Context: an optimization exercise on an open-source flow, tuned for small area, a short achievable clock period and few clock cycles per item. The choices shown serve that exercise and are no tape-out recipe.
Only simulation tests tie the RTL to the original design; equivalence was not proved.
Power and IR drop assume default switching activity.

==> flow/design.v, too long to show whole: its modules and the start of the top module <==
// module conv_pair_top: 1134 lines
// module conv_fa: 10 lines
// module conv_sign_word: 29 lines
// module conv_nand2: 3 lines
// module conv_nor2: 3 lines
// module conv_xor2: 3 lines
// module conv_xnor2: 3 lines
// module conv_inv: 3 lines
// module conv_aoi21: 3 lines
// module conv_oai21: 3 lines
// module conv_mux2: 3 lines
// module conv_mux2i: 3 lines
module conv_pair_top (
    input  logic                 clk_i,
    input  logic                 reset_i,
    input  logic                 win_valid_i,
    input  logic [127:0]         win_i,            
    output logic                 credit_o,
    input  logic                 credit_i,
    output logic                 result_valid_o,
    output logic [31:0]          result_o          
);
  // ...
==> flow/flow/run.sh <==
#!/bin/bash
set -euo pipefail
bash standard.sh SETUP_SLACK_MARGIN=5.5 BUFFER_PORTS_ARGS="-buffer_cell sky130_fd_sc_hd__buf_2" finish > make.log 2>&1
==> flow/standard.sh <==
#!/bin/bash
# synth_recipe.tcl (not shown) runs the flow's synth.tcl, then flattens the netlist and writes it again
# the make line also repeats each setting of config.mk as NAME=value (left out here)
make -C /OpenROAD-flow-scripts/flow DESIGN_CONFIG=/design/flow/config.mk WORK_HOME=/design/flow/orfs CLKGATE_MAP_FILE= SYNTH_SCRIPT=/design/flow/synth_recipe.tcl "${@:-finish}"
==> flow/config.mk <==
export PLATFORM = sky130hd
export DESIGN_NAME = conv_pair_top
export DESIGN_NICKNAME = conv_pair_top
export VERILOG_FILES = /design/flow/design.v
export SDC_FILE = /design/flow/constraint.sdc
export NUM_CORES = 4
export LEC_CHECK = 0
export CAP_MARGIN = 20
export CORE_MARGIN = 2
export CORE_UTILIZATION = 50
export CTS_BUF_LIST = sky130_fd_sc_hd__clkbuf_4 sky130_fd_sc_hd__clkbuf_8
export SETUP_SLACK_MARGIN = 5.0
export SLEW_MARGIN = 20
export SYNTH_HIERARCHICAL = 1
export SYNTH_MINIMUM_KEEP_SIZE = 0
==> flow/constraint.sdc <==
create_clock -name core_clock -period 10.0 [get_ports {clk_i}]
set_input_delay 2.0000 -clock core_clock [delete_from_list [all_inputs] [get_ports {clk_i}]]
set_output_delay 2.0000 -clock core_clock [all_outputs]
set_load 0.01 [all_outputs]
==> run_results.csv, run 1 <==
group,metric,value,unit
run_status,status,"finished clean",
synth,synth_top_family_by_area,"adder cells",
layout,multi_input_area_share,59.1,%
setup_path,cp.arrival,4.65,ns
job,cap_violations,0,
layout,clkCellAreaFrac,2.56,%
global_route,use_met3,3.13,%
placement,place_ws,4.96,ns
synth,synth_area_leaders,"fa_1 30%, edfxtp_1 27%, xor2_1 6.2%",
synth,synthSimpleGateAreaFrac,8.17,%
floorplan,die_area,16400,sq um
layout,finalNonFillerCells,1071,
synth,syn_area,7680,sq um
power_and_ir_drop,cellLeakagePower,0.00388,uW
setup_path,crit_path_max_incr_delay,0.51,ns
drt,met2_length,8.26,mm
layout,num_antenna_cells,0,
global_route,track_usage,22.1,%
global_route,grtUsageMet2,35.8,%
drt,wl_met1,8.14,mm
clock_tree,cts_root_buf,"clkbuf_8",
hold_path,worst_hold_path.endpoint,"entry_valid[1]",
layout,nFlopsAndLatches,74,
power_and_ir_drop,p_clk_share,10.3,%
floorplan,core,15100,sq um
synth,ys_seq_elements,74,
power_and_ir_drop,power.switching,1250,uW
drt,wl_met3,982,um
timing,finalSetupViolations,0,
power_and_ir_drop,p_comb,1920,uW
setup_path,crit_type,"in2reg",
setup_path,crit_path_cell_trace,"buf_8 -> fa_1 -> fa_1 -> fa_2 -> nor2_4 -> o21ai_4 -> a21oi_2 -> o21ai_2 -> a21oi_2 -> o21ai_2 -> xor2_1",
power_and_ir_drop,p_seq,604,uW
layout,multi_input_comb_cells,557,
timing,fin_ws,5.45,ns
setup_path,reg2reg_depth,5,
layout,reg.largest.list,"entry: 68 flops, entry_valid: 2 flops, out_credits: 2 flops",
layout,area_growth,25.3,%
synth,syn_area_per_cell,10.9,sq um
placement,dpl.cell_count,1034,
layout,dominant_cells,"multi-input combinational cells",
Testbench counts, summed over its fixed seeds: cycles 968, items 960.
==> inputs of run 2 (changes only) <==
==> flow/flow/run.sh (replaced) <==
#!/bin/bash
# Standard layout (the standard.sh, all ORFS steps), except that the port buffers are
# buf_2 cells instead of the delay buffers buffer_ports picks by default.
# Each tool's full output is in orfs/logs/; make's own output is in make.log.
set -euo pipefail
bash standard.sh BUFFER_PORTS_ARGS="-buffer_cell sky130_fd_sc_hd__buf_2" finish > make.log 2>&1
--- a/flow/config.mk
+++ b/flow/config.mk
@@ -9,3 +9,3 @@
 export CORE_MARGIN = 2
-export CORE_UTILIZATION = 50
+export CORE_UTILIZATION = 65
 export CTS_BUF_LIST = sky130_fd_sc_hd__clkbuf_4 sky130_fd_sc_hd__clkbuf_8
==> run_results.csv, run 2 <==
group,metric,value,unit
clock_tree,cts_buffers,9,
placement,port_buffers,147,
timing,fin_skew,0.00407,ns
layout,largest_reg_flops,68,
floorplan,initial_core_util,67.0,%
setup_path,worstReg2RegStart,"rd_ptr",
layout,area_growth,13.8,%
global_route,grt_pass1_wl,27.2,mm
drt,postRouteAntennaNets,0,
hold_path,hp-class,"reg2reg",
layout,finish.net_count,1118,
clock_tree,cts_setup_buffers,0,
layout,mostFrequentLayoutCells,"147 x buf_2, 116 x fa_1, 81 x nor2_1",
timing,slew_violations,0,
drt,drt-pass1-iter-count,5,
drt,vias,5526,
clock_tree,cts.repair.resized,0,
global_route,grt_use_met1,37.5,%
synth,syn_area,7680,sq um
layout,reg.largest.list,"entry: 68 flops, entry_valid: 2 flops, out_credits: 2 flops",
synth,yosys.cell_types.count,35,
synth,synth_area_leaders,"fa_1 30%, edfxtp_1 27%, xor2_1 6.2%",
job,cap_violations,0,
timing,relSlewSlack,65.4,%
drt,first_iter_violations,316,
synth,synth.most_common_cell,"fa_1",
placement,dpl.cell_count,989,
floorplan,die_w,113,um
clock_tree,cts_root_buf,"clkbuf_8",
setup_path,cp.required,10.11,ns
synth,syn_area_per_cell,10.9,sq um
synth,synthTopCellsByCount,"116 x fa_1, 82 x nor2_1, 68 x edfxtp_1",
setup_path,cp_slowest_cell,"fa_1",
global_route,busiest_layer,"met2",
synth,synth_top_area_share,30.2,%
timing,min_period,4.80,ns
global_route,grtUsageMet2,45.3,%
layout,final_common_cell,"buf_2",
setup_path,cp.arrival,4.90,ns
clock_tree,clock_latency,0.36,ns
layout,final_area,8740,sq um
setup_path,crit_path_max_incr_delay,0.56,ns
setup_path,crit_type,"in2reg",
setup_path,crit_family,"adder cells",
power_and_ir_drop,cellLeakagePower,0.00365,uW
placement,dp_hpwl,13.8,mm
power_and_ir_drop,p_per_area,276,nW/um^2
synth,ys_warn_count,8,
layout,top_register,"entry",
global_route,antenna_found_initial,0,
layout,drive_gt1_share,26.8,%
placement,dpl_cell_area,8520,sq um
clock_tree,clkSinkCount,74,
timing,tightest_slew,0.519,ns
synth,synth_edf_count,68,
setup_path,cp_max_fo,4,
power_and_ir_drop,ir_drop,0.174,mV
timing,max_clock_freq,0.208,GHz
placement,gp_congestion,0.941,
synth,syn_inst,705,
drt,via_per_inst,5.50,
layout,num_antenna_cells,0,
run_status,status,"finished clean",
synth,synth_area_leader_cell,"fa_1",
timing,final_hold_viol_count,0,
setup_path,setup.worst_path.end_class,"flip-flop",
clock_tree,cts_buffer_depth,2,
floorplan,core,11500,sq um
layout,final_util,76.2,%
power_and_ir_drop,finalPower,2420,uW
floorplan,die_h,113,um
setup_path,cp-startpoint,"win_i[52]",
clock_tree,hold_buffers,0,
global_route,track_usage,27.5,%
floorplan,die_area,12700,sq um
clock_tree,cts_tree,"done",
timing,post-route-period-util,48.0,%
clock_tree,htreeDepth,3,
synth,ys.flop_type,"edfxtp_1",
synth,synthArstFlopShare,0,%
timing,setup_tns,0,ns
drt,wl,16.4,mm
setup_path,crit_buf_inv,1,
drt,wl_per_cell,16.3,um
setup_path,start_kind,"primary input",
floorplan,boundaryPins,166,
clock_tree,clkTransAtPathRegs,0.07,ns
timing,rsz0062_at_grt,"false",
synth,seq_area_frac_synth,28.1,%
floorplan,row_count,39,
hold_path,min-delay-start,"entry_valid[1]",
global_route,grt_max_degree,36,
global_route,grt_pass1_vias,5858,
setup_path,crit_path_cell_trace,"buf_2 -> fa_1 -> fa_1 -> fa_1 -> nor2_1 -> o21ai_1 -> a21oi_2 -> o21ai_1 -> a21oi_2 -> o21ai_1 -> xor2_1",
global_route,grt_remaining_overflow,0,
timing,finalSetupViolations,0,
synth,ys_seq_elements,74,
drt,route.detailed.drc,0,
layout,finalNonFillerCells,1005,
global_route,use_met3,4.87,%
## run 2: cell counts after synthesis
Identical to the previous run, type by type.
## run 2: worst paths after layout
check / slack, ns / to / cells after the start
max: 5.20 / entry[67] / 11
min: 0.51 / entry_valid[1] / 2
max reg2reg: 8.26 / out_credits[1] / 5
min reg2reg: 0.51 / entry_valid[1] / 2
## run 2: layer usage
layer,part of all wire (%),wire [um],vias to the layer above
li1,-,-,2645
met1,44,7250,2643
met2,47,7700,205
met3,6.5,1070,33
met4,2.4,386,0
met5,0,0,-
## run 2: modules after synthesis, one instance, submodules excluded
module / copies in the design / cell area (sq um)
conv_xor2: 46 / 8.76
conv_pair_top: 1 / 3280
conv_inv: 8 / 3.75
conv_nor2: 76 / 3.75
conv_xnor2: 18 / 8.76
conv_aoi21: 42 / 8.76
conv_fa: 116 / 20.0
conv_mux2i: 2 / 10.0
conv_sign_word: 2 / 160
conv_oai21: 56 / 5.00
conv_nand2: 58 / 3.75
## run 2: per-stage QoR
step           hold slack (ns)  worst slack (ns)
6_report                 0.508              5.20
2_1_floorplan            0.473              5.35
4_1_cts                  0.511              5.24
3_5_place_dp             0.496              4.87
5_1_grt                  0.558              5.03
3_3_place_gp             0.487              4.92
## run 2: power by group
group	leakage, uW	internal (uW)	total [uW]	switching, uW
Sequential	0.000690	570	603	32.9
Combinational	0.00285	605	1560	950
Clock	0.000114	146	257	111
Total	0.00365	1320	2420	1090
## run 2: tightest hold or removal path, cell delays in order, from the launching register on
cell and delay, ns:
dfxtp_1 0.31, nor2_1 0.10, a211oi_1 0.05
## run 2: final cells by class
type	count	area, sq um
clock inverter	5	78.8
inverter	65	244
clock buffer	11	139
multi-input combinational	557	5180
fill	825	2730
sequential	74	2160
tap	143	179
timing repair buffer	150	758
## run 2: cells by family (layout without fill, tap and decap cells)
| kind of cell | after synthesis | count (layout) | synth area share (%) |
|---|---|---|---|
| xor+xnor | 77 | 77 | 8.78 |
| buf+inv | 80 | 231 | 4.80 |
| fa+ha+maj | 129 | 129 | 32.3 |
| mux | 38 | 38 | 5.19 |
| other cells | 2 | 8 | 0.0977 |
| compound gates | 146 | 146 | 12.5 |
| simple gates | 159 | 159 | 8.17 |
| flops | 74 | 74 | 28.1 |
==> inputs of run 3 (changes only) <==
==> flow/flow/run.sh (replaced) <==
#!/bin/bash
# Standard layout (the standard.sh, all ORFS steps), except that the port buffers are
# buf_1 cells instead of the delay buffers buffer_ports picks by default.
# Each tool's full output is in orfs/logs/; make's own output is in make.log.
set -euo pipefail
bash standard.sh BUFFER_PORTS_ARGS="-buffer_cell sky130_fd_sc_hd__buf_1" finish > make.log 2>&1
==> run_results.csv, run 3 <==
group,metric,value,unit
synth,synthArstFlopShare,0,%
clock_tree,clkTransAtPathRegs,0.08,ns
drt,vias,5490,
placement,dp_hpwl,14.0,mm
global_route,track_usage,27.8,%
layout,fill_cells,815,
synth,synth_area_leaders,"fa_1 30%, edfxtp_1 27%, xor2_1 6.2%",
setup_path,cp_max_fo,4,
synth,synth_edf_count,68,
floorplan,boundaryPins,166,
setup_path,cp_slowest_cell,"fa_1",
floorplan,die_h,113,um
power_and_ir_drop,finalPower,2370,uW
setup_path,start_kind,"primary input",
layout,largest_reg_flops,68,
power_and_ir_drop,p_per_area,278,nW/um^2
drt,drt-pass1-iter-count,5,
drt,postRouteAntennaNets,0,
layout,top_register,"entry",
synth,synth_top_area_share,30.2,%
synth,ys_warn_count,8,
floorplan,die_area,12700,sq um
synth,syn_area,7680,sq um
setup_path,cp.arrival,4.91,ns
layout,finish.net_count,1118,
synth,synthAdderAreaFrac,32.3,%
placement,dpl_cell_area,8340,sq um
floorplan,die_w,113,um
layout,mostFrequentLayoutCells,"142 x buf_1, 116 x fa_1, 82 x nor2_1",
clock_tree,cts_buffers,9,
setup_path,crit_type,"in2reg",
floorplan,row_count,39,
timing,post-route-period-util,48.0,%
layout,num_antenna_cells,0,
clock_tree,cts_root_buf,"clkbuf_8",
layout,final_common_cell,"buf_1",
clock_tree,htreeDepth,3,
layout,drive_gt1_share,10.2,%
global_route,grt_pass1_vias,5859,
synth,yosys.cell_types.count,35,
global_route,grt_pass1_wl,27.6,mm
synth,synth.most_common_cell,"fa_1",
drt,wl,16.5,mm
synth,syn_inst,705,
layout,reg.largest.list,"entry: 68 flops, entry_valid: 2 flops, out_credits: 2 flops",
clock_tree,clkSinkCount,74,
clock_tree,cts_buffer_depth,2,
timing,min_period,4.80,ns
clock_tree,cts_tree,"done",
power_and_ir_drop,ir_drop,0.169,mV
timing,holdWs,0.515,ns
synth,synth_compound_area_share,12.5,%
hold_path,hp-class,"reg2reg",
synth,syn_area_per_cell,10.9,sq um
synth,synthTopCellsByCount,"116 x fa_1, 82 x nor2_1, 68 x edfxtp_1",
clock_tree,clock_latency,0.36,ns
global_route,grt_max_degree,36,
layout,area_growth,11.1,%
timing,rsz0062_at_grt,"false",
layout,multi_input_area,5180,sq um
synth,synth_area_leader_cell,"fa_1",
drt,route.detailed.drc,0,
timing,final_hold_viol_count,0,
placement,port_buffers,147,
setup_path,setup.worst_path.end_class,"flip-flop",
drt,wl_per_cell,16.4,um
synth,ys_seq_elements,74,
timing,relSlewSlack,59.4,%
setup_path,crit_family,"adder cells",
layout,final_area,8540,sq um
job,cap_violations,0,
timing,setup_tns,0,ns
placement,gp_congestion,0.940,
power_and_ir_drop,cellLeakagePower,0.00325,uW
global_route,grt_remaining_overflow,0,
synth,synth_top_family_by_area,"adder cells",
synth,seq_area_frac_synth,28.1,%
drt,via_per_inst,5.46,
floorplan,initial_core_util,67.0,%
floorplan,core,11500,sq um
setup_path,crit_buf_inv,1,
global_route,antenna_found_initial,0,
drt,first_iter_violations,365,
timing,finalSetupViolations,0,
clock_tree,hold_buffers,0,
synth,synthSimpleGateAreaFrac,8.17,%
layout,regArea,2160,sq um
timing,slew_violations,0,
synth,synthMuxAreaShare,5.19,%
run_status,status,"finished clean",
synth,synth_xor_area_share,8.78,%
setup_path,cp.required,10.11,ns
timing,max_clock_freq,0.208,GHz
synth,ys.flop_type,"edfxtp_1",
setup_path,crit_path_max_incr_delay,0.58,ns
timing,tightest_slew,0.609,ns
timing,fin_skew,0.00785,ns
setup_path,crit_path_cell_trace,"clkbuf_2 -> fa_1 -> fa_1 -> fa_1 -> nor2_1 -> o21ai_1 -> a21oi_2 -> o21ai_1 -> a21oi_2 -> o21ai_1 -> xor2_1",
==> run 3: cell types whose count changed in the layout (fill, tap and decap cells not counted), sizes merged <==
cell	change
inv	+1
bufinv	-1
buf	-5
clkbuf	+5
==> run 3: per-module statistics from Yosys (local to each module, per instance), a selection <==
module | flops+latches | copies in the design | cells inside | area (sq um)
conv_mux2i | 0 | 2 | 1 | 10.0
conv_oai21 | 0 | 56 | 1 | 5.00
conv_sign_word | 0 | 2 | 22 | 160
conv_nor2 | 0 | 76 | 1 | 3.75
conv_nand2 | 0 | 58 | 1 | 3.75
conv_inv | 0 | 8 | 1 | 3.75
conv_xor2 | 0 | 46 | 1 | 8.76
==> run 3: cell families after synthesis <==
logic type | after synthesis
flops | 74
simple gates | 159
other cells | 2
buf+inv | 80
fa+ha+maj | 129
mux | 38
compound gates | 146
xor+xnor | 77
==> run 3: final timing paths <==
| path | startpoint | to | slack [ns] | depth (start not counted) |
|---|---|---|---|---|
| min reg2reg | out_credits[1] | out_credits[1] | 0.52 | 2 |
| max reg2reg | rd_ptr | out_credits[1] | 8.25 | 5 |
| min | out_credits[1] | out_credits[1] | 0.52 | 2 |
| max | win_i[52] | entry[67] | 5.20 | 11 |
==> run 3: layout make-up <==
| cell class | count | share of cell area, % |
|---|---|---|
| clock buffers | 11 | 1.63 |
| repair buffers | 150 | 6.80 |
| multi-input cells | 557 | 60.6 |
| clock inverters | 5 | 0.645 |
| flip-flops and latches | 74 | 25.3 |
| well taps | 143 | 2.10 |
| inverters | 65 | 2.86 |
==> run 3: layer usage <==
metal	part of all wire [%]	global-route usage, %	routed length [um]	vias to the layer above
met3	5.0	3.75	830	20
met5	0	0	0	-
met1	46	39.8	7530	2620
met2	47	45.0	7770	199
met4	2.0	8.94	323	0
li1	-	-	-	2651
==> run 3: where the power goes <==
group	internal (uW)	switching, uW
sequential	570	33.9
combinational	583	953
clock	121	114
==> run 3: worst min-delay path: cells and delay by family (launching register included) <==
family,cells,cell delay (ns)
compound gates,1,0.07
simple gates,1,0.07
flops,1,0.32
==> run 3: what timing repair did <==
item                       CTS  global route
setup buffers                0             0
setup endpoints to repair    0             6
resized for setup            0             5
==> run 3: stage by stage <==
step           setup slack [ns]  std cells  utilization (%)
2_1_floorplan              5.35        711                -
3_3_place_gp               4.72        989             72.7
3_5_place_dp               4.71        989             72.7
4_1_cts                    5.09       1005             74.4
5_1_grt                    5.02       1005             74.5
6_report                   5.20       1005             74.5

-- port drivers added, routing unchanged --
The results above use ideal ports. As a check the final layouts listed here were re-extracted and re-timed, cells and wires unchanged. Step 1: set_driving_cell puts a clkbuf_16 on clk_i and a buf_2 on each other input, an assumption about the parent block. Step 2 adds t to the input delays and takes it off the output delays; t is the mean of the earliest and latest rising clock arrival at the registers after step 1. Input paths then give back, and output paths get back, about the clock's delay inside the block. Slacks: no drivers / after step 1 / after step 2; pairs: no drivers / after step 1.
run | t, ns | setup WS [ns] | hold slack, ns
run 1 | 0.382 | 5.452 / 5.446 / 5.064 | 0.503 / 0.503 / 0.503
run 2 | 0.387 | 5.203 / 5.205 / 4.818 | 0.508 / 0.508 / 0.508
run 3 | 0.392 | 5.200 / 5.205 / 4.814 | 0.515 / 0.515 / 0.515
After both steps setup and hold are still met in every run listed. The setup slack of run 1, which loses most, moves by -0.006 ns with the drivers and by -0.388 ns with both steps.
